This is an optimization exercise on Yosys and OpenROAD, whose aim is small area and a short achievable clock period, not a production implementation. Where RTL was checked, it was by simulation tests only, not by an equivalence proof against the original. Power is estimated from default activity; no workload was simulated.

==> job 3860 <==
==> flow/design.v (excerpt) <==
module sd_card_top (
    input  logic                      clk_sys,
    input  logic                      card_is_reset,
    input  logic                      sd_cs,
    input  logic                      sd_sck,
    input  logic                      sd_sdi,
    input  logic                      sdhc,
    input  logic                      sd_ack,
    input  logic                      host_wr_we,
    input  logic [9-1:0]     host_wr_addr,
    input  logic [7:0]                host_wr_data,
    output logic                      sd_sdo,
    output logic                      host_req_rd,
    output logic [31:0]               host_req_lba
);
    logic                  rx_valid;
    logic [7:0]            rx_data;
    logic                  sck_fall;
    logic                  tx_done;
    logic                  data_ready;
    logic                  job_start, job_idle, job_ill, job_param;
    logic                  job_x8, job_x58, job_sdhc, job_read;
    logic [11:0]           arg_lo;
    logic [9-1:0] buf_raddr;
    logic [7:0]            buf_rdata;
    sd_spi_rx rx_i (
        .clk_sys       (clk_sys),
        .card_is_reset (card_is_reset),
        .sd_cs         (sd_cs),
        .sd_sck        (sd_sck),
        .sd_sdi        (sd_sdi),
        .tx_done       (tx_done),
        .rx_valid      (rx_valid),
        .rx_data       (rx_data),
        .sck_fall      (sck_fall)
    );
    sd_cmd_engine engine_i (
        .clk_sys       (clk_sys),
        .card_is_reset (card_is_reset),
        .rx_valid      (rx_valid),
        .rx_data       (rx_data),
        .sdhc          (sdhc),
        .tx_done       (tx_done),
        .sd_ack        (sd_ack),
        .job_start     (job_start),
        .job_idle      (job_idle),
        .job_ill       (job_ill),
        .job_param     (job_param),
        .job_x8        (job_x8),
        .job_x58       (job_x58),
        .job_sdhc      (job_sdhc),
        .job_read      (job_read),
        .arg_lo        (arg_lo),
        .data_ready    (data_ready),
        .host_req_rd   (host_req_rd),
        .host_req_lba  (host_req_lba)
    );
    sd_spi_tx tx_i (
        .clk_sys       (clk_sys),
  ...
==> flow/config.mk <==
export PLATFORM = sky130hd
export DESIGN_NAME = sd_card_top
export DESIGN_NICKNAME = sd_card_top
export VERILOG_FILES = /design/flow/design.v
export SDC_FILE = /design/flow/constraint.sdc
export NUM_CORES = 4
export LEC_CHECK = 0
export CAP_MARGIN = 20
export CORE_MARGIN = 2
export CORE_UTILIZATION = 45
export SLEW_MARGIN = 20
==> flow/constraint.sdc <==
create_clock -name core_clock -period 5.0 [get_ports {clk_sys}]
set_input_delay 1.0000 -clock core_clock [delete_from_list [all_inputs] [get_ports {clk_sys}]]
set_output_delay 1.0000 -clock core_clock [all_outputs]
set_load 0.01 [all_outputs]
run.sh (not shown) runs the stock make flow with config.mk's settings and CLKGATE_MAP_FILE= SYNTH_SCRIPT=/design/flow/synth_recipe.tcl, a recipe that flattens the netlist after the stock synthesis.
==> job 5105 (differences from job 3860) <==
--- a/flow/design.v
+++ b/flow/design.v
@@ -182,27 +182,37 @@
                     end
                 end else begin
                     arg       <= {arg[23:0], rx_data};
                     frame_cnt <= frame_cnt + 3'd1;
                 end
             end
         end
     end
+    logic [31:0] lba_arg;
+    logic        lba_sdhc;
+    always_ff @(posedge clk_sys) begin
+        if (issue && d_read) begin
+            lba_arg      <= arg;
+            lba_sdhc     <= sdhc;
+            host_req_lba <= sdhc ? arg : {9'd0, arg[31:9]};
+        end else begin
+            host_req_lba <= lba_sdhc ? lba_arg : {9'd0, lba_arg[31:9]};
+        end
+    end
     always_ff @(posedge clk_sys) begin
         if (card_is_reset) begin
             host_req_rd <= 1'b0;
             rd_pending  <= 1'b0;
             data_ready  <= 1'b0;
             ack_q       <= 1'b0;
         end else begin
             ack_q <= sd_ack;
             if (issue && d_read) begin
                 host_req_rd  <= 1'b1;
-                host_req_lba <= sdhc ? arg : {9'd0, arg[31:9]};
                 rd_pending   <= 1'b1;
             end else if (host_req_rd && sd_ack) begin
                 host_req_rd <= 1'b0;
             end
             if (rd_pending && ack_q && !sd_ack) begin
                 data_ready <= 1'b1;
                 rd_pending <= 1'b0;
             end
@@ -394,52 +404,61 @@
     always_ff @(posedge clk_sys) begin
         for (int i = 0; i < ROWS; i++) begin
             for (int j = 0; j < 8; j++) begin
                 mem[i*8+j] <= ~((mem[i*8+j] | row_we[i]) & (row_hold_n[i] | col_q[j]));
             end
         end
     end
     logic [7:0]  rsel_lo_n;
-    logic [5:0]  ra_hi_q;
-    logic [63:0] rsel_hi_n;
-    logic [63:0] grp [0:7];
+    logic [7:0]  rsel_mid_n;
+    logic [7:0]  rsel_hi_n;
+    logic [7:0]  blk_q [0:7];    
+    logic [63:0] grp [0:7];      
+    logic [7:0]  blk [0:7];
     logic [7:0]  rbit;
     always_ff @(posedge clk_sys) begin
         for (int k = 0; k < 8; k++) begin
-            rsel_lo_n[k] <= ~(raddr[2:0] == 3'(k));
+            rsel_lo_n[k]  <= ~(raddr[2:0] == 3'(k));
+            rsel_mid_n[k] <= ~(raddr[5:3] == 3'(k));
+            rsel_hi_n[k]  <= ~(raddr[8:6] == 3'(k));
         end
-        ra_hi_q <= raddr[8:3];
     end
-    always_comb begin
-        for (int g = 0; g < 64; g++) begin
-            rsel_hi_n[g] = ~(ra_hi_q == 6'(g));
+    function automatic logic pick8(input logic [7:0] d, input logic [7:0] sel_n);
+        logic [3:0] t;
+        for (int p = 0; p < 4; p++) begin
+            t[p] = ~((d[2*p] | sel_n[2*p]) & (d[2*p+1] | sel_n[2*p+1]));
         end
+        pick8 = ~(|t);
+    endfunction
+    always_comb begin
         for (int j = 0; j < 8; j++) begin
             for (int g = 0; g < 64; g++) begin
-                logic [3:0] t;
-                for (int p = 0; p < 4; p++) begin
-                    t[p] = ~((mem[(g*8+2*p)*8+j]   | rsel_lo_n[2*p]) &
-                             (mem[(g*8+2*p+1)*8+j] | rsel_lo_n[2*p+1]));
+                logic [7:0] d;
+                for (int r = 0; r < 8; r++) begin
+                    d[r] = mem[(g*8+r)*8+j];
                 end
-                grp[j][g] = ~(|t);
+                grp[j][g] = pick8(d, rsel_lo_n);
             end
-        end
-        for (int j = 0; j < 8; j++) begin
-            logic [31:0] u;
-            for (int p = 0; p < 32; p++) begin
-                u[p] = ~((grp[j][2*p]   | rsel_hi_n[2*p]) &
-                         (grp[j][2*p+1] | rsel_hi_n[2*p+1]));
+            for (int b = 0; b < 8; b++) begin
+                blk[j][b] = pick8(grp[j][b*8 +: 8], rsel_mid_n);
             end
-            rbit[j] = ~(|u);
         end
     end
     always_ff @(posedge clk_sys) begin
-        rdata <= rbit ^ {8{phase}};
+        for (int j = 0; j < 8; j++) begin
+            blk_q[j] <= blk[j];
+        end
+    end
+    always_comb begin
+        for (int j = 0; j < 8; j++) begin
+            rbit[j] = pick8(blk_q[j], rsel_hi_n);
+        end
     end
+    assign rdata = rbit ^ {8{~phase}};
 endmodule
 `timescale 1ns/1ps
 module sd_card_top (
     input  logic                      clk_sys,
     input  logic                      card_is_reset,
     input  logic                      sd_cs,
     input  logic                      sd_sck,
     input  logic                      sd_sdi,
CORE_UTILIZATION = 40   (was 45)
SETUP_SLACK_MARGIN = 2.6   (was unset)
==> job 5548 (differences from job 3860) <==
--- a/flow/design.v
+++ b/flow/design.v
@@ -182,27 +182,37 @@
                     end
                 end else begin
                     arg       <= {arg[23:0], rx_data};
                     frame_cnt <= frame_cnt + 3'd1;
                 end
             end
         end
     end
+    logic [31:0] lba_arg;
+    logic        lba_sdhc;
+    always_ff @(posedge clk_sys) begin
+        if (issue && d_read) begin
+            lba_arg      <= arg;
+            lba_sdhc     <= sdhc;
+            host_req_lba <= sdhc ? arg : {9'd0, arg[31:9]};
+        end else begin
+            host_req_lba <= lba_sdhc ? lba_arg : {9'd0, lba_arg[31:9]};
+        end
+    end
     always_ff @(posedge clk_sys) begin
         if (card_is_reset) begin
             host_req_rd <= 1'b0;
             rd_pending  <= 1'b0;
             data_ready  <= 1'b0;
             ack_q       <= 1'b0;
         end else begin
             ack_q <= sd_ack;
             if (issue && d_read) begin
                 host_req_rd  <= 1'b1;
-                host_req_lba <= sdhc ? arg : {9'd0, arg[31:9]};
                 rd_pending   <= 1'b1;
             end else if (host_req_rd && sd_ack) begin
                 host_req_rd <= 1'b0;
             end
             if (rd_pending && ack_q && !sd_ack) begin
                 data_ready <= 1'b1;
                 rd_pending <= 1'b0;
             end
@@ -394,52 +404,61 @@
     always_ff @(posedge clk_sys) begin
         for (int i = 0; i < ROWS; i++) begin
             for (int j = 0; j < 8; j++) begin
                 mem[i*8+j] <= ~((mem[i*8+j] | row_we[i]) & (row_hold_n[i] | col_q[j]));
             end
         end
     end
     logic [7:0]  rsel_lo_n;
-    logic [5:0]  ra_hi_q;
-    logic [63:0] rsel_hi_n;
-    logic [63:0] grp [0:7];
+    logic [7:0]  rsel_mid_n;
+    logic [7:0]  rsel_hi_n;
+    logic [7:0]  blk_q [0:7];    
+    logic [63:0] grp [0:7];      
+    logic [7:0]  blk [0:7];
     logic [7:0]  rbit;
     always_ff @(posedge clk_sys) begin
         for (int k = 0; k < 8; k++) begin
-            rsel_lo_n[k] <= ~(raddr[2:0] == 3'(k));
+            rsel_lo_n[k]  <= ~(raddr[2:0] == 3'(k));
+            rsel_mid_n[k] <= ~(raddr[5:3] == 3'(k));
+            rsel_hi_n[k]  <= ~(raddr[8:6] == 3'(k));
         end
-        ra_hi_q <= raddr[8:3];
     end
-    always_comb begin
-        for (int g = 0; g < 64; g++) begin
-            rsel_hi_n[g] = ~(ra_hi_q == 6'(g));
+    function automatic logic pick8(input logic [7:0] d, input logic [7:0] sel_n);
+        logic [3:0] t;
+        for (int p = 0; p < 4; p++) begin
+            t[p] = ~((d[2*p] | sel_n[2*p]) & (d[2*p+1] | sel_n[2*p+1]));
         end
+        pick8 = ~(|t);
+    endfunction
+    always_comb begin
         for (int j = 0; j < 8; j++) begin
             for (int g = 0; g < 64; g++) begin
-                logic [3:0] t;
-                for (int p = 0; p < 4; p++) begin
-                    t[p] = ~((mem[(g*8+2*p)*8+j]   | rsel_lo_n[2*p]) &
-                             (mem[(g*8+2*p+1)*8+j] | rsel_lo_n[2*p+1]));
+                logic [7:0] d;
+                for (int r = 0; r < 8; r++) begin
+                    d[r] = mem[(g*8+r)*8+j];
                 end
-                grp[j][g] = ~(|t);
+                grp[j][g] = pick8(d, rsel_lo_n);
             end
-        end
-        for (int j = 0; j < 8; j++) begin
-            logic [31:0] u;
-            for (int p = 0; p < 32; p++) begin
-                u[p] = ~((grp[j][2*p]   | rsel_hi_n[2*p]) &
-                         (grp[j][2*p+1] | rsel_hi_n[2*p+1]));
+            for (int b = 0; b < 8; b++) begin
+                blk[j][b] = pick8(grp[j][b*8 +: 8], rsel_mid_n);
             end
-            rbit[j] = ~(|u);
         end
     end
     always_ff @(posedge clk_sys) begin
-        rdata <= rbit ^ {8{phase}};
+        for (int j = 0; j < 8; j++) begin
+            blk_q[j] <= blk[j];
+        end
+    end
+    always_comb begin
+        for (int j = 0; j < 8; j++) begin
+            rbit[j] = pick8(blk_q[j], rsel_hi_n);
+        end
     end
+    assign rdata = rbit ^ {8{~phase}};
 endmodule
 `timescale 1ns/1ps
 module sd_card_top (
     input  logic                      clk_sys,
     input  logic                      card_is_reset,
     input  logic                      sd_cs,
     input  logic                      sd_sck,
     input  logic                      sd_sdi,
CORE_UTILIZATION = 40   (was 45)
CTS_CLUSTER_DIAMETER = 60   (was unset)
CTS_CLUSTER_SIZE = 22   (was unset)
SETUP_SLACK_MARGIN = 2.6   (was unset)
==> key figures <==
Pwr
  – P_clk: 34.3 mW
  – Net switching power: 15.7 mW

Layout
  – Seq. cell area: 86,200 um^2
  – CLK BUF: 614

Clock tree
  – TritonCTS Sinks: 4,263

Run status
  – Status: no timing/DRC/antenna violations

Global route
  – Initial antenna violation count: 47

Synth
  – Synth area leaders: dfxtp_1, o22ai_1, o41ai_1
-- figures above: job 3860

==> key figures <==
Run status
  – Status: no timing/DRC/antenna violations

Layout
  – Seq. cell area: 88,300 um^2
  – CLK BUF: 629

Placed design
  – Gpl congestion: 0.929

Pwr
  – P_clk: 33.9 mW
-- figures above: job 5105

==> key figures <==
Synth
  – Synth area leaders: dfxtp_1, o22ai_1, clkbuf_1

Run status
  – Status: no timing/DRC/antenna violations

Global route
  – Initial antenna violation count: 82

Clock tree
  – TritonCTS Sinks: 4,362

Layout
  – Seq. cell area: 88,300 um^2
-- figures above: job 5548

For job 3860, only the layout was checked, not whether the RTL still works.

-- re-timing with driven ports --
The flow's constraints put no driver on any port. The routed layouts listed below were extracted and timed again, unchanged, in two steps.
Step 1 (the two cells are an assumption about what drives the block):
set clk [get_ports {clk_sys}]
set_driving_cell -lib_cell sky130_fd_sc_hd__clkbuf_16 $clk
set_driving_cell -lib_cell sky130_fd_sc_hd__buf_2 [delete_from_list [all_inputs] $clk]
Step 2 also shifts input and output timing later by t, the mid clock arrival at the registers, as if the neighbouring blocks saw the same clock.
a / b / c = ideal ports / drivers / drivers and shift; a / b = the first two.
| run | t (ns) | slack for setup (ns) | clock arrival spread, ns | slew at the worst register clock pin (ns) | worst data-port slew with drivers (ns) |
|---|---|---|---|---|---|
| job 3860 | 1.108 | 0.226 / 0.226 / 0.226 | 0.091 / 0.090 | 0.07 / 0.07 | 0.04 |
| job 5105 | 1.127 | 2.325 / 2.325 / 1.807 | 0.093 / 0.093 | 0.07 / 0.07 | 0.07 |
| job 5548 | 1.090 | 2.230 / 2.230 / 1.939 | 0.064 / 0.064 | 0.10 / 0.10 | 0.07 |
After both steps every run listed still meets setup and hold. For job 5105, which loses most, drivers alone change the setup slack by 0.000 ns; drivers and shift together by -0.518 ns.
